Context: an optimization exercise on an open-source flow, tuned for small area. The choices shown serve that exercise and are no tape-out recipe. Function was checked by simulation only, so behaviour that the tests miss may differ from the original. Power and IR drop assume default switching activity.

===== run.sh =====
#!/bin/bash
# synth_recipe.tcl (not shown) runs the flow's synth.tcl, then flattens the netlist and writes it again
# the make line also repeats each setting of config.mk as NAME=value (left out here)
make -C /OpenROAD-flow-scripts/flow DESIGN_CONFIG=/design/flow/config.mk WORK_HOME=/design/flow/orfs CLKGATE_MAP_FILE= SYNTH_SCRIPT=/design/flow/synth_recipe.tcl finish

===== config.mk =====
export PLATFORM = sky130hd
export DESIGN_NAME = datapath
export DESIGN_NICKNAME = datapath
export VERILOG_FILES = /design/flow/design.v
export SDC_FILE = /design/flow/constraint.sdc
export NUM_CORES = 4
export LEC_CHECK = 0
export CAP_MARGIN = 5
export CORE_MARGIN = 2
export CORE_UTILIZATION = 50
export CTS_BUF_LIST = sky130_fd_sc_hd__clkbuf_16
export CTS_CLUSTER_DIAMETER = 80
export CTS_CLUSTER_SIZE = 25
export SETUP_SLACK_MARGIN = 0.1
export SLEW_MARGIN = 5
export SYNTH_HIERARCHICAL = 1

===== constraint.sdc =====
create_clock -name core_clock -period 7.5 [get_ports {Clk}]
set_input_delay 1.5000 -clock core_clock [delete_from_list [all_inputs] [get_ports {Clk}]]
set_output_delay 1.5000 -clock core_clock [all_outputs]
set_load 0.01 [all_outputs]

===== design.v =====
module datapath (
  input  logic        Clk,
  input  logic        Reset,
  input  logic [7:0]  D_Addr,
  input  logic        D_Wr,
  input  logic        RF_s,
  input  logic        RF_W_en,
  input  logic [3:0]  RF_W_Addr,
  input  logic [3:0]  RF_Ra_Addr,
  input  logic [3:0]  RF_Rb_Addr,
  input  logic [2:0]  ALU_s0,
  output logic [15:0] Ra_Data,
  output logic [15:0] Rb_Data,
  output logic [15:0] ALU_Out,
  output logic [15:0] W_Data,
  output logic [2:0]  Flags
);
  logic [15:0] rf  [16];
  logic [15:0] mem [256];
  logic [15:0] rd_data;
  assign Ra_Data = rf[RF_Ra_Addr];
  assign Rb_Data = rf[RF_Rb_Addr];
  logic [15:0] rf_load_n;
  logic [15:0] rf_wn;      
  assign rf_wn = ~W_Data | {16{Reset}};
  for (genvar r = 0; r < 16; r++) begin : g_rf
    assign rf_load_n[r] = ~(Reset | (RF_W_en & (RF_W_Addr == 4'(r))));
    for (genvar b = 0; b < 16; b++) begin : g_b
      logic nxt;
      dp_hold u (.load_n(rf_load_n[r]), .dn(rf_wn[b]), .q(rf[r][b]), .d(nxt));
      always_ff @(posedge Clk) rf[r][b] <= nxt;
    end
  end
  logic        op_sub, op_inc, op_arith;
  logic [15:0] b_in;
  logic [16:0] sum;
  logic        alu_c;
  assign op_sub   = (ALU_s0 == 3'b001);
  assign op_inc   = (ALU_s0 == 3'b110);
  assign op_arith = (ALU_s0 == 3'b000) | op_sub | op_inc;
  assign b_in     = op_inc ? 16'h0000 : (op_sub ? ~Rb_Data : Rb_Data);
  assign sum      = {1'b0, Ra_Data} + {1'b0, b_in} + {16'h0000, op_sub | op_inc};
  assign alu_c    = op_arith & (sum[16] ^ op_sub);
  always_comb begin
    case (ALU_s0)
      3'b000, 3'b001, 3'b110: ALU_Out = sum[15:0];
      3'b010:                 ALU_Out = Ra_Data;
      3'b011:                 ALU_Out = Ra_Data | Rb_Data;
      3'b100:                 ALU_Out = Ra_Data & Rb_Data;
      3'b101:                 ALU_Out = Ra_Data ^ Rb_Data;
      default:                ALU_Out = 16'h0000;
    endcase
  end
  assign W_Data = RF_s ? rd_data : ALU_Out;
  always_ff @(posedge Clk) begin
    if (Reset)                 Flags <= '0;
    else if (RF_W_en && !RF_s) Flags <= {alu_c, ALU_Out[15], ALU_Out == 16'h0000};
  end
  logic [15:0]  dec_hi, dec_lo, dec_hi_n, dec_lo_n, wdec_lo;
  logic [255:0] sel;         
  logic [255:0] mem_load_n;  
  logic [15:0]  mem_wn;      
  always_comb begin
    dec_hi = '0;
    dec_lo = '0;
    dec_hi[D_Addr[7:4]] = 1'b1;
    dec_lo[D_Addr[3:0]] = 1'b1;
  end
  assign dec_hi_n = ~dec_hi;
  assign dec_lo_n = ~dec_lo;
  assign wdec_lo  = dec_lo & {16{D_Wr & ~Reset}};
  assign mem_wn   = ~Ra_Data;
  for (genvar w = 0; w < 256; w++) begin : g_word
    dp_nor2  u_sel (.a(dec_hi_n[w / 16]), .b(dec_lo_n[w % 16]), .y(sel[w]));
    dp_nand2 u_ld  (.a(dec_hi[w / 16]), .b(wdec_lo[w % 16]), .y(mem_load_n[w]));
    for (genvar b = 0; b < 16; b++) begin : g_b
      logic nxt;
      dp_hold u (.load_n(mem_load_n[w]), .dn(mem_wn[b]), .q(mem[w][b]), .d(nxt));
      always_ff @(posedge Clk) mem[w][b] <= nxt;
    end
  end
  logic [15:0] rd_next;
  for (genvar b = 0; b < 16; b++) begin : g_bit
    logic [85:0] l1;
    logic [21:0] l2;
    logic [5:0]  l3;
    for (genvar k = 0; k < 85; k++) begin : g_l1
      dp_aoi222 u (.a1(mem[3*k][b]),   .a2(sel[3*k]),
                   .b1(mem[3*k+1][b]), .b2(sel[3*k+1]),
                   .c1(mem[3*k+2][b]), .c2(sel[3*k+2]), .y(l1[k]));
    end
    dp_nand2 u_l1x (.a(mem[255][b]), .b(sel[255]), .y(l1[85]));
    for (genvar k = 0; k < 21; k++) begin : g_l2
      dp_nand4 u (.a(l1[4*k]), .b(l1[4*k+1]), .c(l1[4*k+2]), .d(l1[4*k+3]), .y(l2[k]));
    end
    dp_nand2 u_l2x (.a(l1[84]), .b(l1[85]), .y(l2[21]));
    for (genvar k = 0; k < 5; k++) begin : g_l3
      dp_or4 u (.a(l2[4*k]), .b(l2[4*k+1]), .c(l2[4*k+2]), .d(l2[4*k+3]), .y(l3[k]));
    end
    dp_or2 u_l3x (.a(l2[20]), .b(l2[21]), .y(l3[5]));
    assign rd_next[b] = |l3;
  end
  always_ff @(posedge Clk) begin
    if (Reset) rd_data <= '0;
    else       rd_data <= rd_next;
  end
endmodule
module dp_hold (
  input  logic load_n, dn, q,
  output logic d
);
  logic keep;
  dp_nand2 u_k (.a(load_n), .b(q), .y(keep));
  dp_oai21 u_d (.a1(load_n), .a2(dn), .b1(keep), .y(d));
endmodule
module dp_oai21 (
  input  logic a1, a2, b1,
  output logic y
);
  assign y = ~((a1 | a2) & b1);
endmodule
module dp_aoi222 (
  input  logic a1, a2, b1, b2, c1, c2,
  output logic y
);
  assign y = ~((a1 & a2) | (b1 & b2) | (c1 & c2));
endmodule
module dp_nand2 (
  input  logic a, b,
  output logic y
);
  assign y = ~(a & b);
endmodule
module dp_nor2 (
  input  logic a, b,
  output logic y
);
  assign y = ~(a | b);
endmodule
module dp_nand4 (
  input  logic a, b, c, d,
  output logic y
);
  assign y = ~(a & b & c & d);
endmodule
module dp_or4 (
  input  logic a, b, c, d,
  output logic y
);
  assign y = a | b | c | d;
endmodule
module dp_or2 (
  input  logic a, b,
  output logic y
);
  assign y = a | b;
endmodule

==> results.ini, run 1 <==
[run_status]
status=finished clean

[yosys]
synth.mux.area_fraction=0.00530
combinational_family_with_the_most_area_after_synthesis=compound AO/OA/AOI/OAI gates
syn_nets=16600
async_flop_share=0
netlist_area_sq_um=151000
synth_top_area_cells=sky130_fd_sc_hd__dfxtp_1 58%, sky130_fd_sc_hd__o21ai_1 14%, sky130_fd_sc_hd__nand2_1 12%
synthCells=16500
arithmetic_cell_share_of_the_synthesized_area_counting_full_adders_half_adders_and_majority_gates=0.00481
synth_top_area_cell=sky130_fd_sc_hd__dfxtp_1
sequential_element_share_of_the_synthesized_area=0.578
post-synth-top-count-cell=sky130_fd_sc_hd__nand2_1
netlist.area_leader.share=0.578
yosysWarningCount=11
synthFlopType=sky130_fd_sc_hd__dfxtp_1
post_synthesis_share_of_cell_area_spent_on_and_or_nand_and_nor_gates=0.153
mean_instance_size_in_the_synthesized_netlist_sq_um=9.17
synth_cell_types=75
synth_compound_area_frac=0.254
yosys.area_share.xor_xnor=0.00162
number_of_register_bits_inferred_by_synthesis=4371
synth_edf_count=0
yosys-top-cells-count=4708 x sky130_fd_sc_hd__nand2_1, 4371 x sky130_fd_sc_hd__dfxtp_1, 4356 x sky130_fd_sc_hd__o21ai_1

[setup_path]
timing.critical_path.to_type=primary output
crit_type=in -> out
timing.critical_path.slowest_stage_cell=sky130_fd_sc_hd__or3b_2
critical_path.startpoint_type=primary input
rr_startpoint=rf[1][0]
path_max_fanout=13
cp_slowest_stage_delay_ns=0.48
timing.critical_path.required_ns=6.00
startpoint=RF_Ra_Addr[1]
worst_ep_arrival_time_ns=5.82
crit_path_cell_trace=buf_2 > buf_12 > buf_12 > or3b_2 > a21oi_2 > nor4b_2 > buf_4 > a31oi_4 > ha_4 > a211oi_4 > o21ai_2 > a2111oi_4 > buf_4 > o21ai_2 > a2111oi_4 > nor4_1 > or3_4 > nor2_4 > nor2_2 > dlygate4sd2_1

[die]
row_count=202
floorplan.die_area_sq_um=307000
floorplan.core_area_sq_um=302000
chipHeight_um=554
width_of_the_die_um=554
floorplan.io_pins=95
initial_core_util=0.501

[layout]
multiInputGateArea_sq_um=64200
areaGrowthSynthToFinish_pct=12.2
final_net_count=17600
fillers=28500
final_layout_size_suffix_gt1_frac=0.0692
seqCellArea_sq_um=87500
finalCoreUtilization=0.562
non_filler_instance_count_after_layout=21500

[routing]
number_of_vias_after_detailed_routing=133000
wirelength_mm=565
drt-pass1-iter-count=13
detail_route.iter0.violations=18100
detail-route-antenna-nets=0
vias_per_inst=6.17
drc_errors=0
wl_per_cell_um=26.2

[clock_network]
cts-htree-levels=4
tritoncts=built
cts-root-buf=sky130_fd_sc_hd__clkbuf_16
clock_sinks=4371
clk_transition_reported_paths_ns=0.09
cts_max_path_buffers=4
insertion_delay_ns=0.95
numCtsBuffers=207

[placed_design]
portBuffers=94
dp_worst_setup_slack_ns=-0.749
gp_routability_congestion=0.987
hpwlAfterDp_mm=371
placed_cells=21200

[sta]
timing.clock.skew_ns=0.0377
max_freq_mhz=137
grt_setup_unrepaired=yes
fin_hold_ws_ns=0.450
setup_violations=0
endpoints_failing_hold=0
slew_headroom=0.0280
final_critical_path_setup_slack_ns=0.180
worstMarginPinSlew_ns=1.46
fin_crit_ns=7.32
final_min_period_over_clock_period=0.976
slew_viol_final=0

[global_route]
grt_pass1_vias=118000
grt_antenna_before_repair=39
grt_max_degree=158
grt_pass1_wl_mm=821
grt-ovfl-total=0
grt.total_usage=0.354

[run]
drv_cap=0

[hold_path]
min_path_type=reg -> reg
holdCritStartpoint=mem[121][5]

[power]
total_leakage_power_nw=56.9
power.ir.vdd_worst_v=0.000234
finalPower_mw=39.9
power.density_cell_area_nw_per_um2=235

## worst paths after layout
| kind | endpoint | slack, ns | depth (start not counted) |
|---|---|---|---|
| worst max register to register | Flags[0] | 2.36 | 17 |
| worst max-delay path | W_Data[15] | 0.18 | 20 |
| worst min-delay path | mem[121][5] | 0.45 | 2 |
| worst min register to register | mem[121][5] | 0.45 | 2 |
## Yosys stat by module (local to each module, per instance), a selection
| module | cell area, sq um | cells inside | times used |
|---|---|---|---|
| dp_or2 | 6.26 | 1 | 16 |
| dp_nor2 | 3.75 | 1 | 256 |
| dp_nand2 | 3.75 | 1 | 4640 |
| dp_nand4 | 6.26 | 1 | 336 |
| dp_aoi222 | 10.0 | 1 | 1360 |
| dp_oai21 | 5.00 | 1 | 4352 |
## registers in the layout (all words and copies together) (netlist names)
signal and flops:
Flags 3, mem 4096, rd_data 16, rf 256
## routing by layer
metal | GRT usage | wire [um] | up-vias
met5 | 0 | 77 | -
met4 | 0.155 | 27700 | 12
met3 | 0.0511 | 44900 | 933
met2 | 0.543 | 246000 | 4925
met1 | 0.495 | 246000 | 62300
li1 | - | - | 64700
## worst max-delay path: cells and delay by family
kind,cells,cell delay (ns)
AO/OA/AOI/OAI,7,1.77
AND/OR/NAND/NOR,6,1.21
buffers and inverters,6,1.07
adder cells (fa/ha/maj),1,0.27
## timing repair
item / in CTS / in global routing
hold buffers: 0 / 0
pin swaps: 13 / 20
cloned: 0 / 0
buffers inserted: 2 / 1
endpoints found under the setup margin: 20 / 16
resized for setup: 44 / 28
## area by class of cell
cell class | instances | share of cell area
well taps | 3978 | 0.0293
multi-input cells | 12000 | 0.378
clock inverters | 60 | 0.00401
clock buffers | 214 | 0.0315
repair buffers | 832 | 0.0399
flip-flops and latches | 4371 | 0.515
diodes | 19 | 0.000280
inverters | 64 | 0.00172
## through the flow
step | setup TNS, ns | area, sq um
floorplan | -126.25 | 152000
global placement | -8.89 | 164000
detailed placement | -7.87 | 164000
CTS | 0 | 170000
global route | 0 | 170000
finish | 0 | 170000
## cells in the final DEF (no fill, tap or decap), types with 28 or more instances in the layout
master / instances
sky130_fd_sc_hd__a21oi_1: 63
sky130_fd_sc_hd__a222oi_1: 1364
sky130_fd_sc_hd__a22o_1: 28
sky130_fd_sc_hd__a22oi_1: 105
sky130_fd_sc_hd__buf_4: 710
sky130_fd_sc_hd__clkbuf_16: 214
sky130_fd_sc_hd__clkdlybuf4s50_1: 75
sky130_fd_sc_hd__dfxtp_1: 4371
sky130_fd_sc_hd__ha_1: 52
sky130_fd_sc_hd__inv_1: 61
sky130_fd_sc_hd__mux2i_1: 46
sky130_fd_sc_hd__nand2_1: 4692
sky130_fd_sc_hd__nand2b_1: 30
sky130_fd_sc_hd__nand4_1: 355
sky130_fd_sc_hd__nor2_1: 318
sky130_fd_sc_hd__nor2_2: 34
sky130_fd_sc_hd__o21ai_1: 4355
sky130_fd_sc_hd__or4_1: 82
## power breakdown
group	switching [mW]	internal [mW]	leakage [nW]
combinational	2.02	0.682	18.7
sequential	0.347	23.7	35.3
clock	7.68	5.49	2.98
total	10.0	29.9	56.9
## kinds of logic (layout without fill, tap and decap cells)
family / count (synthesis) / in the layout
flip-flops: 4371 / 4371
other: 0 / 19
XOR/XNOR: 28 / 28
AO/OA/AOI/OAI: 6133 / 6133
multiplexers: 76 / 76
buffers and inverters: 145 / 1170
adder cells (fa/ha/maj): 57 / 57
AND/OR/NAND/NOR: 5703 / 5703
==> run 2, diff against run 1 <==
--- a/design.v
+++ b/design.v
@@ -19,6 +19,17 @@
   logic [15:0] mem [256];
   logic [15:0] rd_data;
-  assign Ra_Data = rf[RF_Ra_Addr];
-  assign Rb_Data = rf[RF_Rb_Addr];
+  logic [15:0] ra_sel, rb_sel;
+  always_comb begin
+    ra_sel = '0;
+    rb_sel = '0;
+    ra_sel[RF_Ra_Addr] = 1'b1;
+    rb_sel[RF_Rb_Addr] = 1'b1;
+  end
+  logic [15:0][15:0] rf_bits;
+  for (genvar r = 0; r < 16; r++) begin : g_rfb
+    assign rf_bits[r] = rf[r];
+  end
+  dp_rfport u_ra (.sel(ra_sel), .rf(rf_bits), .q(Ra_Data));
+  dp_rfport u_rb (.sel(rb_sel), .rf(rf_bits), .q(Rb_Data));
   logic [15:0] rf_load_n;
   logic [15:0] rf_wn;      
@@ -57,8 +68,12 @@
     else if (RF_W_en && !RF_s) Flags <= {alu_c, ALU_Out[15], ALU_Out == 16'h0000};
   end
-  logic [15:0]  dec_hi, dec_lo, dec_hi_n, dec_lo_n, wdec_lo;
+  logic mem_phase;
+  always_ff @(posedge Clk) mem_phase <= ~mem_phase;
+  logic [15:0]  dec_hi, dec_lo, dec_hi_n, dec_lo_n, wdec_lo, wdec_lo_n;
   logic [255:0] sel;         
-  logic [255:0] mem_load_n;  
-  logic [15:0]  mem_wn;      
+  logic [255:0] mem_load;    
+  logic [255:0] mem_load_n;
+  logic [15:0]  mem_wt;      
+  logic [15:0]  mem_wy [16];  
   always_comb begin
     dec_hi = '0;
@@ -67,14 +82,22 @@
     dec_lo[D_Addr[3:0]] = 1'b1;
   end
-  assign dec_hi_n = ~dec_hi;
-  assign dec_lo_n = ~dec_lo;
-  assign wdec_lo  = dec_lo & {16{D_Wr & ~Reset}};
-  assign mem_wn   = ~Ra_Data;
+  assign dec_hi_n  = ~dec_hi;
+  assign dec_lo_n  = ~dec_lo;
+  assign wdec_lo   = dec_lo & {16{D_Wr & ~Reset}};
+  assign wdec_lo_n = ~wdec_lo;
+  assign mem_wt    = ~(Ra_Data ^ {16{mem_phase}});
+  for (genvar g = 0; g < 16; g++) begin : g_wy
+    for (genvar b = 0; b < 16; b++) begin : g_b
+      dp_inv u (.a(mem_wt[b]), .y(mem_wy[g][b]));
+    end
+  end
   for (genvar w = 0; w < 256; w++) begin : g_word
     dp_nor2  u_sel (.a(dec_hi_n[w / 16]), .b(dec_lo_n[w % 16]), .y(sel[w]));
-    dp_nand2 u_ld  (.a(dec_hi[w / 16]), .b(wdec_lo[w % 16]), .y(mem_load_n[w]));
+    dp_nand2 u_ldn (.a(dec_hi[w / 16]), .b(wdec_lo[w % 16]), .y(mem_load_n[w]));
+    dp_nor2  u_ld  (.a(dec_hi_n[w / 16]), .b(wdec_lo_n[w % 16]), .y(mem_load[w]));
     for (genvar b = 0; b < 16; b++) begin : g_b
       logic nxt;
-      dp_hold u (.load_n(mem_load_n[w]), .dn(mem_wn[b]), .q(mem[w][b]), .d(nxt));
+      dp_flip u (.load(mem_load[w]), .load_n(mem_load_n[w]), .y(mem_wy[w / 16][b]),
+                 .q(mem[w][b]), .d(nxt));
       always_ff @(posedge Clk) mem[w][b] <= nxt;
     end
@@ -99,5 +122,5 @@
     end
     dp_or2 u_l3x (.a(l2[20]), .b(l2[21]), .y(l3[5]));
-    assign rd_next[b] = |l3;
+    assign rd_next[b] = (|l3) ^ mem_phase;
   end
   always_ff @(posedge Clk) begin
@@ -106,4 +129,41 @@
   end
 endmodule
+module dp_rfport (
+  input  logic [15:0] sel,
+  input  logic [15:0][15:0] rf,
+  output logic [15:0] q
+);
+  for (genvar b = 0; b < 16; b++) begin : g_bit
+    logic [5:0] l1;
+    logic [1:0] l2;
+    for (genvar k = 0; k < 5; k++) begin : g_l1
+      dp_aoi222 u (.a1(rf[3*k][b]),   .a2(sel[3*k]),
+                   .b1(rf[3*k+1][b]), .b2(sel[3*k+1]),
+                   .c1(rf[3*k+2][b]), .c2(sel[3*k+2]), .y(l1[k]));
+    end
+    dp_nand2 u_l1x (.a(rf[15][b]), .b(sel[15]), .y(l1[5]));
+    dp_nand3 u_l2a (.a(l1[0]), .b(l1[1]), .c(l1[2]), .y(l2[0]));
+    dp_nand3 u_l2b (.a(l1[3]), .b(l1[4]), .c(l1[5]), .y(l2[1]));
+    dp_or2   u_l3  (.a(l2[0]), .b(l2[1]), .y(q[b]));
+  end
+endmodule
+module dp_nand3 (
+  input  logic a, b, c,
+  output logic y
+);
+  assign y = ~(a & b & c);
+endmodule
+module dp_flip (
+  input  logic load, load_n, y, q,
+  output logic d
+);
+  dp_oai22 u (.a1(load), .a2(q), .b1(load_n), .b2(y), .y(d));
+endmodule
+module dp_oai22 (
+  input  logic a1, a2, b1, b2,
+  output logic y
+);
+  assign y = ~((a1 | a2) & (b1 | b2));
+endmodule
 module dp_hold (
   input  logic load_n, dn, q,
@@ -126,4 +186,10 @@
   assign y = ~((a1 & a2) | (b1 & b2) | (c1 & c2));
 endmodule
+module dp_inv (
+  input  logic a,
+  output logic y
+);
+  assign y = ~a;
+endmodule
 module dp_nand2 (
   input  logic a, b,
--- a/config.mk
+++ b/config.mk
@@ -6,11 +6,13 @@
 export NUM_CORES = 4
 export LEC_CHECK = 0
-export CAP_MARGIN = 5
+export CAP_MARGIN = 10
+export CELL_PAD_IN_SITES_DETAIL_PLACEMENT = 1
+export CELL_PAD_IN_SITES_GLOBAL_PLACEMENT = 1
 export CORE_MARGIN = 2
-export CORE_UTILIZATION = 50
+export CORE_UTILIZATION = 45
 export CTS_BUF_LIST = sky130_fd_sc_hd__clkbuf_16
 export CTS_CLUSTER_DIAMETER = 80
 export CTS_CLUSTER_SIZE = 25
-export SETUP_SLACK_MARGIN = 0.1
-export SLEW_MARGIN = 5
+export SETUP_SLACK_MARGIN = 0.15
+export SLEW_MARGIN = 10
 export SYNTH_HIERARCHICAL = 1
==> run 2 against run 1 <==
Fmax shrank 0.25%. First-iteration DRC count grew 33%. Sequential cell count grew 1. Clock skew grew 0.052 ns. Largest cell class unchanged.
==> results.ini, run 2 <==
[yosys]
combinational_family_with_the_most_area_after_synthesis=compound AO/OA/AOI/OAI gates  ; unchanged
arithmetic_cell_share_of_the_synthesized_area_counting_full_adders_half_adders_and_majority_gates=0.00582  ; was 0.00481
post_synthesis_share_of_cell_area_spent_on_and_or_nand_and_nor_gates=0.0622  ; was 0.153
synthFlopType=sky130_fd_sc_hd__dfxtp_1  ; unchanged
synth_cell_types=73  ; was 75
synthCells=12800  ; was 16500
synth_edf_count=0  ; unchanged
async_flop_share=0  ; unchanged
yosys.area_share.xor_xnor=0.00294  ; was 0.00162
number_of_register_bits_inferred_by_synthesis=4372  ; was 4371
synth.mux.area_fraction=0.00188  ; was 0.00530
sequential_element_share_of_the_synthesized_area=0.615  ; was 0.578
synth_compound_area_frac=0.302  ; was 0.254
yosysWarningCount=12  ; was 11
syn_nets=12900  ; was 16600
yosys-top-cells-count=4372 x sky130_fd_sc_hd__dfxtp_1, 4099 x sky130_fd_sc_hd__o22ai_1, 1520 x sky130_fd_sc_hd__a222oi_1  ; was 4708 x sky130_fd_sc_hd__nand2_1, 4371 x sky130_fd_sc_hd__dfxtp_1, 4356 x sky130_fd_sc_hd__o21ai_1
netlist.area_leader.share=0.615  ; was 0.578
synth_top_area_cells=sky130_fd_sc_hd__dfxtp_1 61%, sky130_fd_sc_hd__o22ai_1 18%, sky130_fd_sc_hd__a222oi_1 11%  ; was sky130_fd_sc_hd__dfxtp_1 58%, sky130_fd_sc_hd__o21ai_1 14%, sky130_fd_sc_hd__nand2_1 12%
mean_instance_size_in_the_synthesized_netlist_sq_um=11.1  ; was 9.17 sq um
post-synth-top-count-cell=sky130_fd_sc_hd__dfxtp_1  ; was sky130_fd_sc_hd__nand2_1
synth_top_area_cell=sky130_fd_sc_hd__dfxtp_1  ; unchanged
netlist_area_sq_um=142000  ; was 151000 sq um

[sta]
grt_setup_unrepaired=yes  ; unchanged
worstMarginPinSlew_ns=1.43  ; was 1.46 ns
totalNegativeSetupSlack_ns=0  ; unchanged
slew_viol_final=0  ; unchanged
setup_violations=0  ; unchanged
fin_crit_ns=7.34  ; was 7.32 ns
fin_hold_ws_ns=0.459  ; was 0.450 ns
slew_headroom=0.0460  ; was 0.0280
final_min_period_over_clock_period=0.978  ; was 0.976
max_freq_mhz=136  ; was 137 MHz
endpoints_failing_hold=0  ; unchanged
timing.clock.skew_ns=0.0894  ; was 0.0377 ns

[power]
swShare=0.281  ; was 0.252
power.ir.vdd_worst_v=0.000276  ; was 0.000234 V
total_leakage_power_nw=59.5  ; was 56.9 nW
power.clock.fraction=0.297  ; was 0.330
cellInternalPower_mw=31.8  ; was 29.9 mW
pwr-share-comb=0.122  ; was 0.068
power_switching_mw=12.5  ; was 10.0 mW
sequentialPowerShare=0.580  ; was 0.602
power.density_cell_area_nw_per_um2=273  ; was 235 nW/um^2

[setup_path]
rr_startpoint=rf[0][0]  ; was rf[1][0]
critical_path.reg2reg.endpoint=rf[11][13]  ; was Flags[0]
worst_ep_arrival_time_ns=5.84  ; was 5.82 ns
cp_slowest_stage_delay_ns=0.41  ; was 0.48 ns
critical_path.startpoint_type=primary input  ; unchanged
crit_type=in -> out  ; unchanged
timing.critical_path.to_type=primary output  ; unchanged
timing.critical_path.slowest_stage_cell=sky130_fd_sc_hd__a222oi_1  ; was sky130_fd_sc_hd__or3b_2
path_max_fanout=8  ; was 13
crit_path_end=W_Data[14]  ; was W_Data[15]
crit_top_cell=sky130_fd_sc_hd__buf_4
r2r_slack_ns=2.82  ; was 2.36 ns
startpoint=RF_Rb_Addr[1]  ; was RF_Ra_Addr[1]
timing.critical_path.required_ns=6.00  ; about the same
worst-r2r-cell-count=22  ; was 17

[die]
row_count=206  ; was 202
initial_core_util=0.452  ; was 0.501
chipHeight_um=566  ; was 554 um
floorplan.core_area_sq_um=315000  ; was 302000 sq um
floorplan.io_pins=95  ; unchanged
floorplan.die_area_sq_um=321000  ; was 307000 sq um
width_of_the_die_um=566  ; was 554 um

[routing]
wl_per_cell_um=37.7  ; was 26.2 um
wirelength_mm=685  ; was 565 mm
number_of_vias_after_detailed_routing=138000  ; was 133000
detail_route.iter0.violations=24000  ; was 18100
vias_per_inst=7.57  ; was 6.17
detail-route-antenna-nets=0  ; unchanged
drc_errors=0  ; unchanged
drt-pass1-iter-count=13  ; unchanged

[layout]
reg.largest.list=mem (4096), rf (256), rd_data (16)  ; unchanged
finalCoreUtilization=0.515  ; was 0.562
largest-register=mem  ; unchanged
largest_register_ffs=4096  ; unchanged
seqCellArea_sq_um=87500  ; about the same
final_layout_size_suffix_gt1_frac=0.0983  ; was 0.0692
most-common-layout-cells=4372 x sky130_fd_sc_hd__dfxtp_1, 4098 x sky130_fd_sc_hd__o22ai_1, 1520 x sky130_fd_sc_hd__a222oi_1, 771 x sky130_fd_sc_hd__buf_4, 647 x sky130_fd_sc_hd__nand2_1  ; was 4692 x sky130_fd_sc_hd__nand2_1, 4371 x sky130_fd_sc_hd__dfxtp_1, 4355 x sky130_fd_sc_hd__o21ai_1, 1364 x sky130_fd_sc_hd__a222oi_1, 710 x sky130_fd_sc_hd__buf_4
non_filler_instance_count_after_layout=18200  ; was 21500
fillers=33300  ; was 28500
areaGrowthSynthToFinish_pct=13.9  ; was 12.2%
final_net_count=14000  ; was 17600
multiInputGateArea_sq_um=54500  ; was 64200 sq um
layout.cells.most_common=sky130_fd_sc_hd__dfxtp_1  ; was sky130_fd_sc_hd__nand2_1

[clock_network]
cts-root-buf=sky130_fd_sc_hd__clkbuf_16  ; unchanged
clock_sinks=4372  ; was 4371
numCtsBuffers=207  ; unchanged
clk_transition_reported_paths_ns=0.09  ; about the same
cts-htree-levels=4  ; unchanged
insertion_delay_ns=0.98  ; was 0.95 ns
cts_max_path_buffers=4  ; unchanged
cts_hold_repair.buffers=0  ; unchanged
tritoncts=built  ; unchanged

[global_route]
grt_pass1_wl_mm=966  ; was 821 mm
grt.total_usage=0.404  ; was 0.354
grt_pass1_vias=131000  ; was 118000
grt-ovfl-total=0  ; unchanged
grt_max_degree=38  ; was 158
grt_antenna_before_repair=95  ; was 39

[hold_path]
min_path_type=reg -> reg  ; unchanged
holdCritStartpoint=mem[255][12]  ; was mem[121][5]

[run_status]
status=finished clean  ; unchanged

[run]
drv_cap=0  ; unchanged

[placed_design]
hpwlAfterDp_mm=455  ; was 371 mm
gp_routability_congestion=0.945  ; was 0.987
placed_cells=17800  ; was 21200
portBuffers=94  ; unchanged

## run 2: cell types whose count changed in the layout (fill, tap and decap cells not counted), moves of 61 or more
cell | before | now
sky130_fd_sc_hd__a22oi_1 | 105 | 2
sky130_fd_sc_hd__o21ai_1 | 4355 | 260
sky130_fd_sc_hd__nand2_1 | 4692 | 647
sky130_fd_sc_hd__o22ai_1 | 24 | 4098
sky130_fd_sc_hd__a222oi_1 | 1364 | 1520
sky130_fd_sc_hd__inv_1 | 61 | 326
sky130_fd_sc_hd__buf_4 | 710 | 771
sky130_fd_sc_hd__nor2_2 | 34 | 110
sky130_fd_sc_hd__nor2_1 | 318 | 453
## run 2: layout make-up
type | count | share of cell area
Antenna cell | 59 | 0.000911
Clock buffer | 213 | 0.0329
Clock inverter | 57 | 0.00370
Inverter | 340 | 0.00792
Multi-Input combinational cell | 8050 | 0.336
Sequential cell | 4372 | 0.540
Tap cell | 4160 | 0.0321
Timing Repair Buffer | 915 | 0.0467
## run 2: logic make-up (layout without fill, tap and decap cells)
family | Yosys count | in the layout
buffers and inverters | 372 | 1525
AND/OR/NAND/NOR | 1905 | 1905
other | 0 | 59
adder cells (fa/ha/maj) | 65 | 65
XOR/XNOR | 47 | 47
multiplexers | 25 | 25
flip-flops | 4372 | 4372
AO/OA/AOI/OAI | 6008 | 6008
## run 2: through the flow
| stage | total power [mW] | setup slack [ns] | cell area [sq um] |
|---|---|---|---|
| after floorplan | 28.5 | 0.159 | 142000 |
| after global placement | 31.0 | -0.968 | 155000 |
| after detailed placement | 31.3 | -0.972 | 155000 |
| after CTS | 44.1 | 0.0641 | 161000 |
| after global routing | 45.5 | -0.0442 | 162000 |
| final | 44.3 | 0.162 | 162000 |
## run 2: metal layers
metal	vias to the layer above	track usage	wire length, um
met5	-	0	507
met4	66	0.208	39000
met2	8514	0.594	294000
met3	1547	0.104	79300
met1	70500	0.545	272000
li1	57000	-	-
## run 2: modules after synthesis (local to each module, per instance), a selection
| module | times used | flip-flops and latches |
|---|---|---|
| dp_aoi222 | 1520 | 0 |
| datapath | 1 | 4372 |
| dp_oai21 | 256 | 0 |
| dp_nand4 | 336 | 0 |
| dp_nand3 | 64 | 0 |
| dp_nand2 | 576 | 0 |
## run 2: worst min path at each step
stage | cells past startpoint | to | slack [ns]
after floorplan | 1 | mem[0][0] | 0.43
after global placement | 1 | mem[255][7] | 0.44
after detailed placement | 1 | mem[255][12] | 0.45
after CTS | 1 | mem[255][12] | 0.46
after global routing | 1 | mem[219][11] | 0.47
final | 1 | mem[255][12] | 0.46
## run 2: what timing repair did
item | in CTS | in global routing
setup endpoints to repair | 30 | 26
pin swaps | 32 | 48
buffers inserted | 4 | 13
gates resized for setup | 85 | 70
gates cloned | 0 | 0
## run 2: power groups by stage
stage / Clock, mW / Combinational, mW / Sequential, mW
floorplan: 0 / 2.68 / 25.8
global placement: 0 / 4.96 / 26.1
detailed placement: 0 / 5.16 / 26.2
CTS: 13.2 / 5.20 / 25.6
global route: 14.1 / 5.56 / 25.8
finish: 13.2 / 5.41 / 25.7
## run 2: critical path, delay by kind of cell
family,cells,cell delay [ns]
buf+inv,8,0.89
fa+ha+maj,3,0.80
mux,1,0.31
simple gates,5,0.72
compound gates,8,1.62
==> run 3, diff against run 2 <==
==> flow/run.sh (new file) <==
#!/bin/bash
set -euo pipefail
bash standard.sh \
  "CTS_ARGS=-sink_clustering_enable -repair_clock_nets -buf_list sky130_fd_sc_hd__clkbuf_16 -sink_clustering_size 25 -sink_clustering_max_diameter 80 -dont_use_dummy_load" \
  "BUFFER_PORTS_ARGS=-buffer_cell sky130_fd_sc_hd__buf_2" \
  "RECOVER_POWER=100" \
  finish > standard.log 2>&1
==> standard.sh (new file) <==
#!/bin/bash
# synth_recipe.tcl (not shown) runs the flow's synth.tcl, then flattens the netlist and writes it again
# the make line also repeats each setting of config.mk as NAME=value (left out here)
make -C /OpenROAD-flow-scripts/flow DESIGN_CONFIG=/design/flow/config.mk WORK_HOME=/design/flow/orfs CLKGATE_MAP_FILE= SYNTH_SCRIPT=/design/flow/synth_recipe.tcl "${@:-finish}"
--- a/config.mk
+++ b/config.mk
@@ -14,5 +14,5 @@
 export CTS_CLUSTER_DIAMETER = 80
 export CTS_CLUSTER_SIZE = 25
-export SETUP_SLACK_MARGIN = 0.15
+export SETUP_SLACK_MARGIN = 0.1
 export SLEW_MARGIN = 10
 export SYNTH_HIERARCHICAL = 1
removed: run.sh
==> run 3 against run 2 <==
Now fails the layout checks on capacitance limit, slew limit, setup timing. Final cell count decreased by 1.4%. Largest cell class unchanged. Highest routed layer unchanged. Largest power group unchanged. Area after synthesis unchanged. Critical path depth decreased by 11. Utilization decreased by 1.0 points. Clock skew increased by 0.026 ns. Fmax decreased by 7.7%.
==> results.ini, run 3 <==
[yosys]
synthCells=12800  ; unchanged
yosys.area_share.xor_xnor=0.00294  ; unchanged
combinational_family_with_the_most_area_after_synthesis=compound AO/OA/AOI/OAI gates  ; unchanged
synthFlopType=sky130_fd_sc_hd__dfxtp_1  ; unchanged
synth_edf_count=0  ; unchanged
synth_compound_area_frac=0.302  ; unchanged
async_flop_share=0  ; unchanged
arithmetic_cell_share_of_the_synthesized_area_counting_full_adders_half_adders_and_majority_gates=0.00582  ; unchanged
netlist_area_sq_um=142000  ; unchanged
mean_instance_size_in_the_synthesized_netlist_sq_um=11.1  ; unchanged
synth_cell_types=73  ; unchanged
post_synthesis_share_of_cell_area_spent_on_and_or_nand_and_nor_gates=0.0622  ; unchanged
post-synth-top-count-cell=sky130_fd_sc_hd__dfxtp_1  ; unchanged
yosys-top-cells-count=4372 x sky130_fd_sc_hd__dfxtp_1, 4099 x sky130_fd_sc_hd__o22ai_1, 1520 x sky130_fd_sc_hd__a222oi_1  ; unchanged
number_of_register_bits_inferred_by_synthesis=4372  ; unchanged
synth_top_area_cells=sky130_fd_sc_hd__dfxtp_1 61%, sky130_fd_sc_hd__o22ai_1 18%, sky130_fd_sc_hd__a222oi_1 11%  ; unchanged
syn_nets=12900  ; unchanged
synth.mux.area_fraction=0.00188  ; unchanged
netlist.area_leader.share=0.615  ; unchanged
yosysWarningCount=12  ; unchanged
sequential_element_share_of_the_synthesized_area=0.615  ; unchanged
synth_top_area_cell=sky130_fd_sc_hd__dfxtp_1  ; unchanged

[placed_design]
gp_routability_congestion=0.951  ; was 0.945
portBuffers=94  ; unchanged
placed_cell_areas_sq_um=153000  ; was 155000 sq um
hpwlAfterDp_mm=453  ; was 455 mm

[setup_path]
path_delay_family=buffers and inverters  ; was compound AO/OA/AOI/OAI gates
r2r_slack_ns=1.16  ; was 2.82 ns
cp.buffers_inverters=6  ; was 8
rr_startpoint=rf[0][5]  ; was rf[0][0]
startpoint=RF_Ra_Addr[1]  ; was RF_Rb_Addr[1]
critical_path.startpoint_type=primary input  ; unchanged
timing.critical_path.slowest_stage_cell=sky130_fd_sc_hd__clkbuf_1  ; was sky130_fd_sc_hd__a222oi_1
timing.critical_path.required_ns=8.36  ; was 6.00 ns
crit_type=in -> reg  ; was in -> out
crit_path_cell_trace=buf_2 > inv_1 > ha_1 > mux2i_1 > nor4b_4 > buf_4 > a222oi_1 > nand3_1 > or2_0 > clkbuf_1 > xnor2_2 > clkbuf_1 > inv_1 > o22ai_1
path_max_fanout=16  ; was 8
timing.critical_path.to_type=flop  ; was primary output
cp_slowest_stage_delay_ns=2.51  ; was 0.41 ns
worst_ep_arrival_time_ns=8.81  ; was 5.84 ns

[global_route]
grt.total_usage=0.402  ; was 0.404
grt_pass1_vias=129000  ; was 131000
grt_pass1_wl_mm=957  ; was 966 mm
grt_antenna_before_repair=101  ; was 95
grt_max_degree=38  ; unchanged
grt-ovfl-total=0  ; unchanged

[sta]
fin_crit_ns=7.95  ; was 7.34 ns
slew_headroom=-1.43  ; was 0.0460
final_min_period_over_clock_period=1.06  ; was 0.978
setup_violations=503  ; was 0
endpoints_failing_hold=0  ; unchanged
grt_setup_unrepaired=yes  ; unchanged
timing.clock.skew_ns=0.115  ; was 0.0894 ns
totalNegativeSetupSlack_ns=-90.19  ; was 0 ns
slew_viol_final=206  ; was 0
fin_hold_ws_ns=0.461  ; was 0.459 ns
final_critical_path_setup_slack_ns=-0.454  ; was 0.162 ns
max_freq_mhz=126  ; was 136 MHz
worstMarginPinSlew_ns=3.65  ; was 1.43 ns

[clock_network]
cts_max_path_buffers=4  ; unchanged
insertion_delay_ns=0.99  ; was 0.98 ns
cts-root-buf=sky130_fd_sc_hd__clkbuf_16  ; unchanged
clock_sinks=4372  ; unchanged
tritoncts=built  ; unchanged
cts-htree-levels=4  ; unchanged
cts_hold_repair.buffers=0  ; unchanged
clk_transition_reported_paths_ns=0.09  ; about the same
numCtsBuffers=209  ; was 207

[routing]
detail_route.iter0.violations=24700  ; was 24000
drc_errors=0  ; unchanged
detail-route-antenna-nets=0  ; unchanged
wl_per_cell_um=38.2  ; was 37.7 um
drt-pass1-iter-count=14  ; was 13
wirelength_mm=683  ; was 685 mm
vias_per_inst=7.59  ; was 7.57
number_of_vias_after_detailed_routing=136000  ; was 138000

[layout]
largest_register_ffs=4096  ; unchanged
final_design_area_no_fill_sq_um=159000  ; was 162000 sq um
final_net_count=13800  ; was 14000
final_layout_size_suffix_gt1_frac=0.0815  ; was 0.0983
areaGrowthSynthToFinish_pct=11.6  ; was 13.9%
most-common-layout-cells=4372 x sky130_fd_sc_hd__dfxtp_1, 4098 x sky130_fd_sc_hd__o22ai_1, 1520 x sky130_fd_sc_hd__a222oi_1, 648 x sky130_fd_sc_hd__nand2_1, 537 x sky130_fd_sc_hd__buf_4  ; was 4372 x sky130_fd_sc_hd__dfxtp_1, 4098 x sky130_fd_sc_hd__o22ai_1, 1520 x sky130_fd_sc_hd__a222oi_1, 771 x sky130_fd_sc_hd__buf_4, 647 x sky130_fd_sc_hd__nand2_1
largest-register=mem  ; unchanged
reg.largest.list=mem (4096), rf (256), rd_data (16)  ; unchanged
multiInputGateArea_sq_um=54300  ; was 54500 sq um
layout.cells.most_common=sky130_fd_sc_hd__dfxtp_1  ; unchanged
fillers=33400  ; was 33300
seqCellArea_sq_um=87500  ; unchanged

[hold_path]
holdCritStartpoint=mem[46][2]  ; was mem[255][12]
min_path_type=reg -> reg  ; unchanged

[run_status]
checkFailReasons=capacitance limit, slew limit, setup timing
status=failed layout checks  ; was finished clean

[power]
power.density_cell_area_nw_per_um2=273  ; about the same
finalPower_mw=43.3  ; was 44.3 mW
total_leakage_power_nw=57.8  ; was 59.5 nW
power.ir.vdd_worst_v=0.000205  ; was 0.000276 V

[die]
width_of_the_die_um=566  ; unchanged
floorplan.core_area_sq_um=315000  ; unchanged
chipHeight_um=566  ; unchanged
row_count=206  ; unchanged
initial_core_util=0.452  ; unchanged
floorplan.io_pins=95  ; unchanged
floorplan.die_area_sq_um=321000  ; unchanged

[run]
drv_cap=16  ; was 0

## run 3: cell counts after synthesis
No cell type changed its count.
## run 3: Yosys stat by module, one instance, submodules excluded, excerpt
module	cell area [sq um]	flip-flops and latches	times used
dp_or4	7.51	0	80
dp_inv	3.75	0	256
dp_nand3	5.00	0	64
dp_nand4	6.26	0	336
dp_aoi222	10.0	0	1520
dp_or2	6.26	0	48
dp_oai21	5.00	0	256
## run 3: cell type report
class,instances,share of cell area
inverters,340,0.00803
well taps,4160,0.0328
flip-flops and latches,4372,0.551
multi-input cells,8050,0.342
clock buffers,209,0.0329
diodes,81,0.00128
repair buffers,692,0.0325
## run 3: through the flow
stage	utilization	cells	setup WS, ns
4_1_cts	0.502	17800	0.0918
5_1_grt	0.504	17800	-0.00828
6_report	0.504	17900	-0.454
2_1_floorplan	-	12800	0.136
3_3_place_gp	0.485	17600	-0.248
3_5_place_dp	0.485	17600	-0.198
## run 3: worst paths after layout
| kind | endpoint | cells after the start |
|---|---|---|
| max | mem[191][5] | 14 |
| min | mem[46][2] | 1 |
| max reg2reg | mem[191][5] | 8 |
| min reg2reg | mem[46][2] | 1 |
## run 3: cell families (layout without fill, tap and decap cells)
group | count (synthesis) | in the layout
adder cells (fa/ha/maj) | 65 | 65
flip-flops | 4372 | 4372
AO/OA/AOI/OAI | 6008 | 6008
XOR/XNOR | 47 | 47
AND/OR/NAND/NOR | 1905 | 1905
multiplexers | 25 | 25
other | 0 | 81
buffers and inverters | 372 | 1241
## run 3: metal layers
metal | up-vias | track usage | wire, um
met2 | 8473 | 0.583 | 292000
met4 | 52 | 0.221 | 39700
li1 | 56500 | - | -
met5 | - | 0 | 465
met3 | 1485 | 0.107 | 80900
met1 | 69500 | 0.543 | 271000
## run 3: timing repair
action / CTS / global route
endpoints found under the setup margin: 10 / 17
pin swaps: 8 / 35
resized for setup: 14 / 46
setup buffers: 2 / 7
gates cloned: 0 / 0
## run 3: report_power, final
| part | internal (mW) | total (mW) | switching [mW] |
|---|---|---|---|
| registers | 24.7 | 25.7 | 1.04 |
| logic | 1.50 | 5.13 | 3.64 |
| clock network | 4.97 | 12.4 | 7.47 |
==> run 4, diff against run 3 <==
==> flow/run.sh (replaced) <==
#!/bin/bash
set -euo pipefail
bash standard.sh \
  "CTS_ARGS=-sink_clustering_enable -repair_clock_nets -buf_list sky130_fd_sc_hd__clkbuf_16 -sink_clustering_size 25 -sink_clustering_max_diameter 80 -dont_use_dummy_load" \
  "BUFFER_PORTS_ARGS=-buffer_cell sky130_fd_sc_hd__buf_2" \
  finish > standard.log 2>&1
--- a/config.mk
+++ b/config.mk
@@ -6,5 +6,5 @@
 export NUM_CORES = 4
 export LEC_CHECK = 0
-export CAP_MARGIN = 10
+export CAP_MARGIN = 20
 export CELL_PAD_IN_SITES_DETAIL_PLACEMENT = 1
 export CELL_PAD_IN_SITES_GLOBAL_PLACEMENT = 1
@@ -14,5 +14,5 @@
 export CTS_CLUSTER_DIAMETER = 80
 export CTS_CLUSTER_SIZE = 25
-export SETUP_SLACK_MARGIN = 0.1
-export SLEW_MARGIN = 10
+export SETUP_SLACK_MARGIN = 0.15
+export SLEW_MARGIN = 20
 export SYNTH_HIERARCHICAL = 1
==> run 4 against run 3 <==
Now clean on timing, DRC and antenna. Setup slack improved by 0.72 ns. Sequential cell count is the same. Utilization is 0.13 points higher. Cell area grew 0.26%. Via count grew 0.79%. First-iteration DRC count shrank 1.0%. Critical path type is now in -> out. Largest cell class unchanged. Highest routed layer unchanged.
==> results.ini, run 4 <==
[placed_design]
hpwlAfterDp_mm=452  ; was 453 mm
placed_cells=17600  ; about the same
portBuffers=94  ; unchanged
gp_routability_congestion=0.939  ; was 0.951

[global_route]
grt_max_degree=39  ; was 38
grt_pass1_vias=130000  ; was 129000
grt-ovfl-total=0  ; unchanged
grt_pass1_wl_mm=963  ; was 957 mm
grt_antenna_before_repair=105  ; was 101
grt.total_usage=0.404  ; was 0.402

[die]
floorplan.core_area_sq_um=315000  ; unchanged
row_count=206  ; unchanged
floorplan.io_pins=95  ; unchanged
initial_core_util=0.452  ; unchanged
chipHeight_um=566  ; unchanged
width_of_the_die_um=566  ; unchanged
floorplan.die_area_sq_um=321000  ; unchanged

[layout]
finalCoreUtilization=0.506  ; was 0.504
largest-register=mem  ; unchanged
layout.cells.most_common=sky130_fd_sc_hd__dfxtp_1  ; unchanged
areaGrowthSynthToFinish_pct=11.9  ; was 11.6%
largest_register_ffs=4096  ; unchanged
non_filler_instance_count_after_layout=17900  ; about the same
seqCellArea_sq_um=87500  ; unchanged
multiInputGateArea_sq_um=54500  ; was 54300 sq um
final_net_count=13800  ; about the same
most-common-layout-cells=4372 x sky130_fd_sc_hd__dfxtp_1, 4099 x sky130_fd_sc_hd__o22ai_1, 1520 x sky130_fd_sc_hd__a222oi_1, 648 x sky130_fd_sc_hd__nand2_1, 601 x sky130_fd_sc_hd__buf_4  ; was 4372 x sky130_fd_sc_hd__dfxtp_1, 4098 x sky130_fd_sc_hd__o22ai_1, 1520 x sky130_fd_sc_hd__a222oi_1, 648 x sky130_fd_sc_hd__nand2_1, 537 x sky130_fd_sc_hd__buf_4
reg.largest.list=mem (4096), rf (256), rd_data (16)  ; unchanged
fillers=33500  ; was 33400
final_layout_size_suffix_gt1_frac=0.0932  ; was 0.0815

[clock_network]
clock_sinks=4372  ; unchanged
tritoncts=built  ; unchanged
cts-htree-levels=4  ; unchanged
cts_max_path_buffers=4  ; unchanged
numCtsBuffers=208  ; was 209
cts-root-buf=sky130_fd_sc_hd__clkbuf_16  ; unchanged
clk_transition_reported_paths_ns=0.07  ; was 0.09 ns
insertion_delay_ns=0.98  ; was 0.99 ns

[sta]
fin_crit_ns=7.24  ; was 7.95 ns
grt_setup_unrepaired=yes  ; unchanged
worstMarginPinSlew_ns=1.24  ; was 3.65 ns
setup_violations=0  ; was 503
fin_hold_ws_ns=0.460  ; was 0.461 ns
max_freq_mhz=138  ; was 126 MHz
final_min_period_over_clock_period=0.965  ; was 1.06
slew_viol_final=0  ; was 206
slew_headroom=0.173  ; was -1.43
timing.clock.skew_ns=0.115  ; about the same
totalNegativeSetupSlack_ns=0  ; was -90.19 ns
endpoints_failing_hold=0  ; unchanged

[hold_path]
worst_hold_path.endpoint=mem[193][9]  ; was mem[46][2]
min_path_type=reg -> reg  ; unchanged
holdCritStartpoint=mem[193][9]  ; was mem[46][2]
worst_hold_stages=1  ; unchanged

[yosys]
post-synth-top-count-cell=sky130_fd_sc_hd__dfxtp_1  ; unchanged
yosysWarningCount=12  ; unchanged
synthFlopType=sky130_fd_sc_hd__dfxtp_1  ; unchanged
synth_top_area_cell=sky130_fd_sc_hd__dfxtp_1  ; unchanged
synthCells=12800  ; unchanged
syn_nets=12900  ; unchanged
yosys-top-cells-count=4372 x sky130_fd_sc_hd__dfxtp_1, 4099 x sky130_fd_sc_hd__o22ai_1, 1520 x sky130_fd_sc_hd__a222oi_1  ; unchanged
netlist.area_leader.share=0.615  ; unchanged
async_flop_share=0  ; unchanged
sequential_element_share_of_the_synthesized_area=0.615  ; unchanged
synth_cell_types=73  ; unchanged
number_of_register_bits_inferred_by_synthesis=4372  ; unchanged
mean_instance_size_in_the_synthesized_netlist_sq_um=11.1  ; unchanged
synth_edf_count=0  ; unchanged
synth_top_area_cells=sky130_fd_sc_hd__dfxtp_1 61%, sky130_fd_sc_hd__o22ai_1 18%, sky130_fd_sc_hd__a222oi_1 11%  ; unchanged
netlist_area_sq_um=142000  ; unchanged

[routing]
detail_route.iter0.violations=24400  ; was 24700
vias_per_inst=7.64  ; was 7.59
wl_per_cell_um=38.2  ; about the same
wirelength_mm=685  ; was 683 mm
detail-route-antenna-nets=0  ; unchanged
drc_errors=0  ; unchanged
drt-pass1-iter-count=13  ; was 14
number_of_vias_after_detailed_routing=137000  ; was 136000

[setup_path]
worst-r2r-cell-count=18  ; was 8
timing.critical_path.slowest_stage_cell=sky130_fd_sc_hd__or2_1  ; was sky130_fd_sc_hd__clkbuf_1
path_max_fanout=15  ; was 16
r2r_slack_ns=3.09  ; was 1.16 ns
cp_slowest_stage_delay_ns=0.36  ; was 2.51 ns
crit_path_cell_trace=buf_2 > inv_1 > ha_1 > mux2i_1 > and2_1 > buf_4 > a222oi_1 > nand3_1 > or2_1 > ha_1 > a211oi_4 > a211oi_2 > buf_4 > o41ai_4 > xor2_1 > o22ai_1 > mux2_4 > buf_2  ; was buf_2 > inv_1 > ha_1 > mux2i_1 > nor4b_4 > buf_4 > a222oi_1 > nand3_1 > or2_0 > clkbuf_1 > xnor2_2 > clkbuf_1 > inv_1 > o22ai_1
timing.critical_path.to_type=primary output  ; was flop
timing.critical_path.required_ns=6.00  ; was 8.36 ns
cp.buffers_inverters=5  ; was 6
critical_path.startpoint_type=primary input  ; unchanged
path_delay_family=compound AO/OA/AOI/OAI gates  ; was buffers and inverters
critical_path.reg2reg.endpoint=rf[15][15]  ; was mem[191][5]
worst_ep_arrival_time_ns=5.74  ; was 8.81 ns
rr_startpoint=rf[6][0]  ; was rf[0][5]
crit_type=in -> out  ; was in -> reg

[power]
finalPower_mw=43.3  ; about the same
power.ir.vdd_worst_v=0.000190  ; was 0.000205 V
power.density_cell_area_nw_per_um2=272  ; was 273 nW/um^2
total_leakage_power_nw=58.0  ; was 57.8 nW

[run_status]
status=finished clean  ; was failed layout checks

[run]
drv_cap=0  ; was 16

[run 4: cell counts after synthesis]
No cell type changed its count.
[run 4: cell type report]
| class | instances | area share |
|---|---|---|
| clock buffers | 208 | 0.0327 |
| flip-flops and latches | 4372 | 0.550 |
| diodes | 85 | 0.00134 |
| inverters | 340 | 0.00803 |
| repair buffers | 714 | 0.0334 |
| well taps | 4160 | 0.0327 |
| multi-input cells | 8050 | 0.342 |
[run 4: worst max-delay path by stage]
stage               cells past startpoint         end          start  slack [ns]
floorplan                              18  W_Data[12]  RF_Ra_Addr[0]        0.16
global placement                       23  W_Data[14]  RF_Rb_Addr[0]       -0.11
detailed placement                     23  W_Data[14]  RF_Rb_Addr[1]        0.05
CTS                                    25  W_Data[12]  RF_Rb_Addr[0]        0.16
global route                           18  W_Data[12]  RF_Ra_Addr[0]        0.10
finish                                 18  W_Data[12]  RF_Ra_Addr[1]        0.26
[run 4: stage by stage]
stage | setup slack, ns | area, sq um
final | 0.262 | 159000
after global routing | 0.104 | 159000
after CTS | 0.165 | 159000
after detailed placement | 0.0523 | 153000
after global placement | -0.111 | 153000
after floorplan | 0.159 | 142000
[run 4: what timing repair did]
action                                  CTS  global route
resized for setup                         7            30
pin swaps                                 3            24
buffers inserted                          0             5
endpoints found under the setup margin   11            19
hold buffers                              0             0
[run 4: routing by layer]
metal / track usage / share of wire / up-vias
li1: - / - / 56500
met1: 0.535 / 0.39 / 70100
met2: 0.602 / 0.43 / 8812
met3: 0.0989 / 0.12 / 1598
met4: 0.225 / 0.060 / 56
met5: 0 / 0.00052 / -
[run 4: cells by family after synthesis]
| family | count (synthesis) | share of synthesized area |
|---|---|---|
| AO/OA/AOI/OAI | 6008 | 0.302 |
| flip-flops | 4372 | 0.615 |
| AND/OR/NAND/NOR | 1905 | 0.0622 |
| buffers and inverters | 372 | 0.00997 |
| adder cells (fa/ha/maj) | 65 | 0.00582 |
| XOR/XNOR | 47 | 0.00294 |
| multiplexers | 25 | 0.00188 |
[run 4: where the power goes]
| part | leakage (nW) | internal [mW] | switching, mW | total [mW] |
|---|---|---|---|---|
| clock | 2.56 | 4.96 | 7.49 | 12.4 |
| sequential | 39.5 | 24.7 | 0.985 | 25.7 |
| combinational | 15.9 | 1.49 | 3.66 | 5.15 |
[run 4: modules after synthesis, one instance, submodules excluded, a selection]
module | cells inside | flops+latches
dp_oai22 | 1 | 0
dp_nand4 | 1 | 0
dp_nand3 | 1 | 0
dp_or2 | 1 | 0
dp_or4 | 1 | 0
dp_oai21 | 1 | 0
dp_inv | 1 | 0
dp_aoi222 | 1 | 0
dp_nand2 | 1 | 0
==> run 5, diff against run 4 <==
--- a/config.mk
+++ b/config.mk
@@ -6,5 +6,5 @@
 export NUM_CORES = 4
 export LEC_CHECK = 0
-export CAP_MARGIN = 20
+export CAP_MARGIN = 15
 export CELL_PAD_IN_SITES_DETAIL_PLACEMENT = 1
 export CELL_PAD_IN_SITES_GLOBAL_PLACEMENT = 1
@@ -15,4 +15,4 @@
 export CTS_CLUSTER_SIZE = 25
 export SETUP_SLACK_MARGIN = 0.15
-export SLEW_MARGIN = 20
+export SLEW_MARGIN = 15
 export SYNTH_HIERARCHICAL = 1
==> run 5 against run 4 <==
Cell area is essentially flat. Power barely moved. Clock power is essentially flat. Routed wire length about the same. Largest cell class unchanged. Die area unchanged. Synthesized cell count is the same. Sequential cell count unchanged. Global-route usage about the same. Setup slack worse by 0.10 ns. Combinational power barely moved.
==> results.ini, run 5 <==
[layout]
largest_register_ffs=4096  ; unchanged
reg.largest.list=mem (4096), rf (256), rd_data (16)  ; unchanged
finalCoreUtilization=0.506  ; about the same
final_design_area_no_fill_sq_um=159000  ; about the same
non_filler_instance_count_after_layout=17900  ; about the same
most-common-layout-cells=4372 x sky130_fd_sc_hd__dfxtp_1, 4098 x sky130_fd_sc_hd__o22ai_1, 1520 x sky130_fd_sc_hd__a222oi_1, 648 x sky130_fd_sc_hd__nand2_1, 614 x sky130_fd_sc_hd__buf_4  ; was 4372 x sky130_fd_sc_hd__dfxtp_1, 4099 x sky130_fd_sc_hd__o22ai_1, 1520 x sky130_fd_sc_hd__a222oi_1, 648 x sky130_fd_sc_hd__nand2_1, 601 x sky130_fd_sc_hd__buf_4
layout.cells.most_common=sky130_fd_sc_hd__dfxtp_1  ; unchanged
largest-register=mem  ; unchanged
areaGrowthSynthToFinish_pct=11.9  ; about the same
final_layout_size_suffix_gt1_frac=0.0928  ; was 0.0932
final_net_count=13800  ; about the same

[placed_design]
dp_worst_setup_slack_ns=0.0343  ; was 0.0523 ns
hpwlAfterDp_mm=453  ; was 452 mm
placed_cell_areas_sq_um=153000  ; about the same
placed_cells=17600  ; about the same
portBuffers=94  ; unchanged
gp_routability_congestion=0.939  ; unchanged

[yosys]
synth_top_area_cell=sky130_fd_sc_hd__dfxtp_1  ; unchanged
synth_edf_count=0  ; unchanged
yosysWarningCount=12  ; unchanged
synthCells=12800  ; unchanged
syn_nets=12900  ; unchanged
sequential_element_share_of_the_synthesized_area=0.615  ; unchanged
post-synth-top-count-cell=sky130_fd_sc_hd__dfxtp_1  ; unchanged
number_of_register_bits_inferred_by_synthesis=4372  ; unchanged
synth_top_area_cells=sky130_fd_sc_hd__dfxtp_1 61%, sky130_fd_sc_hd__o22ai_1 18%, sky130_fd_sc_hd__a222oi_1 11%  ; unchanged
synth_cell_types=73  ; unchanged
synthFlopType=sky130_fd_sc_hd__dfxtp_1  ; unchanged
netlist.area_leader.share=0.615  ; unchanged
netlist_area_sq_um=142000  ; unchanged
async_flop_share=0  ; unchanged
yosys-top-cells-count=4372 x sky130_fd_sc_hd__dfxtp_1, 4099 x sky130_fd_sc_hd__o22ai_1, 1520 x sky130_fd_sc_hd__a222oi_1  ; unchanged
mean_instance_size_in_the_synthesized_netlist_sq_um=11.1  ; unchanged

[routing]
wl_met1_mm=268  ; was 266 mm
detailroute.wirelength.met3_mm=77.4  ; was 79.6 mm
dr_wl_met2_mm=298  ; was 297 mm
dr.max_layer_used=met5  ; unchanged
wirelength_mm=685  ; about the same
drt-pass1-iter-count=17  ; was 13
detail-route-antenna-nets=0  ; unchanged
drc_errors=0  ; unchanged
wl_per_cell_um=38.2  ; about the same
vias_per_inst=7.65  ; was 7.64
number_of_vias_after_detailed_routing=137000  ; about the same
detail_route.iter0.violations=24200  ; was 24400

[clock_network]
cts-root-buf=sky130_fd_sc_hd__clkbuf_16  ; unchanged
clock_sinks=4372  ; unchanged
tritoncts=built  ; unchanged
clk_transition_reported_paths_ns=0.07  ; about the same
cts_max_path_buffers=4  ; unchanged
numCtsBuffers=209  ; was 208
cts-htree-levels=4  ; unchanged
insertion_delay_ns=0.99  ; was 0.98 ns

[sta]
setup_violations=0  ; unchanged
final_min_period_over_clock_period=0.979  ; was 0.965
max_freq_mhz=136  ; was 138 MHz
timing.clock.skew_ns=0.120  ; was 0.115 ns
fin_crit_ns=7.34  ; was 7.24 ns
worstMarginPinSlew_ns=1.30  ; was 1.24 ns
endpoints_failing_hold=0  ; unchanged
slew_headroom=0.127  ; was 0.173
slew_viol_final=0  ; unchanged
fin_hold_ws_ns=0.460  ; about the same
final_critical_path_setup_slack_ns=0.161  ; was 0.262 ns
totalNegativeSetupSlack_ns=0  ; unchanged
grt_setup_unrepaired=yes  ; unchanged

[setup_path]
rr_startpoint=rf[6][0]  ; unchanged
timing.critical_path.required_ns=6.00  ; about the same
startpoint=RF_Rb_Addr[1]  ; was RF_Ra_Addr[1]
crit_cells=24  ; was 18
crit_type=in -> out  ; unchanged
worst_ep_arrival_time_ns=5.84  ; was 5.74 ns
crit_path_cell_trace=buf_6 > inv_2 > ha_4 > buf_2 > a31oi_1 > buf_4 > nor2b_1 > a222oi_1 > nand3_1 > or2_4 > nand3b_1 > o21ai_2 > a21oi_2 > fa_2 > inv_2 > fa_2 > nand2b_4 > a21o_1 > buf_6 > a2111oi_4 > o31a_2 > o31ai_4 > mux2_4 > buf_6  ; was buf_2 > inv_1 > ha_1 > mux2i_1 > and2_1 > buf_4 > a222oi_1 > nand3_1 > or2_1 > ha_1 > a211oi_4 > a211oi_2 > buf_4 > o41ai_4 > xor2_1 > o22ai_1 > mux2_4 > buf_2
path_max_fanout=6  ; was 15
cp_slowest_stage_delay_ns=0.42  ; was 0.36 ns
path_delay_family=compound AO/OA/AOI/OAI gates  ; unchanged
r2r_slack_ns=2.89  ; was 3.09 ns
critical_path.reg2reg.endpoint=rf[15][12]  ; was rf[15][15]
cp.buffers_inverters=7  ; was 5
timing.critical_path.slowest_stage_cell=sky130_fd_sc_hd__a2111oi_4  ; was sky130_fd_sc_hd__or2_1
worst-r2r-cell-count=22  ; was 18
crit_top_cell=sky130_fd_sc_hd__buf_6
critical_path.startpoint_type=primary input  ; unchanged
timing.critical_path.to_type=primary output  ; unchanged
crit_path_end=W_Data[14]  ; was W_Data[12]

[power]
power.clock.fraction=0.287  ; was 0.288
power.density_cell_area_nw_per_um2=272  ; about the same
power.ir.vdd_worst_v=0.000203  ; was 0.000190 V
sequentialPowerShare=0.593  ; about the same
power_switching_mw=12.1  ; about the same
pwr-share-comb=0.119  ; about the same
swShare=0.280  ; about the same
total_leakage_power_nw=58.1  ; was 58.0 nW
cellInternalPower_mw=31.2  ; was 31.1 mW
finalPower_mw=43.3  ; about the same

[die]
floorplan.io_pins=95  ; unchanged
row_count=206  ; unchanged
width_of_the_die_um=566  ; unchanged
chipHeight_um=566  ; unchanged
initial_core_util=0.452  ; unchanged
floorplan.core_area_sq_um=315000  ; unchanged
floorplan.die_area_sq_um=321000  ; unchanged

[global_route]
grt.total_usage=0.403  ; was 0.404
grt_pass1_wl_mm=963  ; about the same
grt_pass1_vias=131000  ; was 130000
grt-ovfl-total=0  ; unchanged
grt_antenna_before_repair=103  ; was 105
grt_max_degree=39  ; unchanged

[run_status]
status=finished clean  ; unchanged

[run]
drv_cap=0  ; unchanged

[hold_path]
min_path_type=reg -> reg  ; unchanged

## run 5: cell counts after synthesis
No cell type changed its count.
## run 5: repair_timing
action / CTS / global route
gates resized for setup: 9 / 46
buffers inserted: 1 / 8
cloned: 0 / 0
pin swaps: 3 / 28
hold buffers: 0 / 0
endpoints found under the setup margin: 12 / 19
## run 5: kinds of logic (layout without fill, tap and decap cells)
group / Yosys count / after routing / synth area share
other: 0 / 63 / 0
muxes: 25 / 25 / 0.00188
AOI/OAI and AO/OA: 6008 / 6008 / 0.302
and+or+nand+nor: 1905 / 1905 / 0.0622
adders and majority gates: 65 / 65 / 0.00582
DFF: 4372 / 4372 / 0.615
buffers and inverters: 372 / 1279 / 0.00997
xor gates and xnor gates: 47 / 47 / 0.00294
## run 5: worst min path at each step
stage	start	endpoint	slack, ns	depth (start not counted)
after global placement	mem[93][9]	mem[93][9]	0.44	1
after detailed placement	mem[55][6]	mem[55][6]	0.45	1
after global routing	mem[172][1]	mem[172][1]	0.47	1
after floorplan	mem[0][0]	mem[0][0]	0.43	1
final	mem[220][10]	mem[220][10]	0.46	1
after CTS	mem[33][12]	mem[33][12]	0.46	1
## run 5: worst reg2reg max path: cells and delay by family (launching register included)
family,cells,cell delay (ns)
AO/OA/AOI/OAI,7,1.27
flip-flops,1,0.35
multiplexers,1,0.32
adder cells (fa/ha/maj),2,0.58
AND/OR/NAND/NOR,5,0.75
XOR/XNOR,1,0.25
buffers and inverters,6,0.95
## run 5: routing by layer
| metal | GRT usage | vias up |
|---|---|---|
| li1 | - | 56500 |
| met1 | 0.538 | 70000 |
| met2 | 0.601 | 8856 |
| met3 | 0.0915 | 1621 |
| met4 | 0.230 | 58 |
| met5 | 0 | - |
## run 5: cell type report
type	count	area [sq um]
Multi-Input combinational cell	8050	54500
Clock buffer	209	5230
Tap cell	4160	5200
Inverter	340	1280
Antenna cell	63	158
Sequential cell	4372	87500
Fill cell	33500	156000
Timing Repair Buffer	730	5460
## run 5: power groups by stage
stage	clock network (mW)	logic (mW)	registers (mW)
floorplan	0	2.68	25.8
global placement	0	4.73	26.1
detailed placement	0	4.92	26.2
CTS	12.5	4.93	25.6
global route	13.3	5.29	25.8
finish	12.4	5.16	25.7
## run 5: modules after synthesis, one instance, submodules excluded, a selection
module	times used	cells	flip-flops and latches	cell area [sq um]
datapath	1	5050	4372	91900
dp_aoi222	1520	1	0	10.0
dp_nand4	336	1	0	6.26
dp_oai22	4096	1	0	6.26
dp_or2	48	1	0	6.26
dp_nand3	64	1	0	5.00
dp_oai21	256	1	0	5.00
dp_nor2	512	1	0	3.75
dp_inv	256	1	0	3.75
dp_nand2	576	1	0	3.75

-- what the ideal ports hide --
Ports are ideal in the flow. The routed layouts listed here were re-timed in OpenROAD. Step 1 sets driving cells, clkbuf_16 on the clock port and buf_2 on the other inputs (assumed; they add their load-dependent delay and slew). Step 2 moves the port delays by t, midway between the first and last clock arrival at a register: inputs arrive t later, outputs are due t later. That takes back most of the time a late clock gives input paths. a / b / c = ideal ports / drivers / drivers and shift; a / b = the first two.
run | t, ns | setup slack, ns | clock arrival spread, ns | worst data-port slew with drivers (ns)
run 1 | 1.036 | 0.180 / 0.118 / 0.118 | 0.040 / 0.040 | 0.21
run 2 | 1.042 | 0.162 / 0.116 / -0.530 | 0.090 / 0.089 | 0.19
run 3 | 1.043 | -0.454 / -0.364 / -1.407 | 0.117 / 0.118 | 0.13
run 4 | 1.042 | 0.262 / 0.240 / 0.015 | 0.117 / 0.117 | 0.15
run 5 | 1.021 | 0.161 / 0.121 / -0.005 | 0.125 / 0.126 | 0.15
With both steps, setup timing fails in run 2 and run 5, where it was met with ideal ports. For run 3, which loses most, drivers alone change the setup slack by +0.090 ns; drivers and shift together by -0.953 ns.
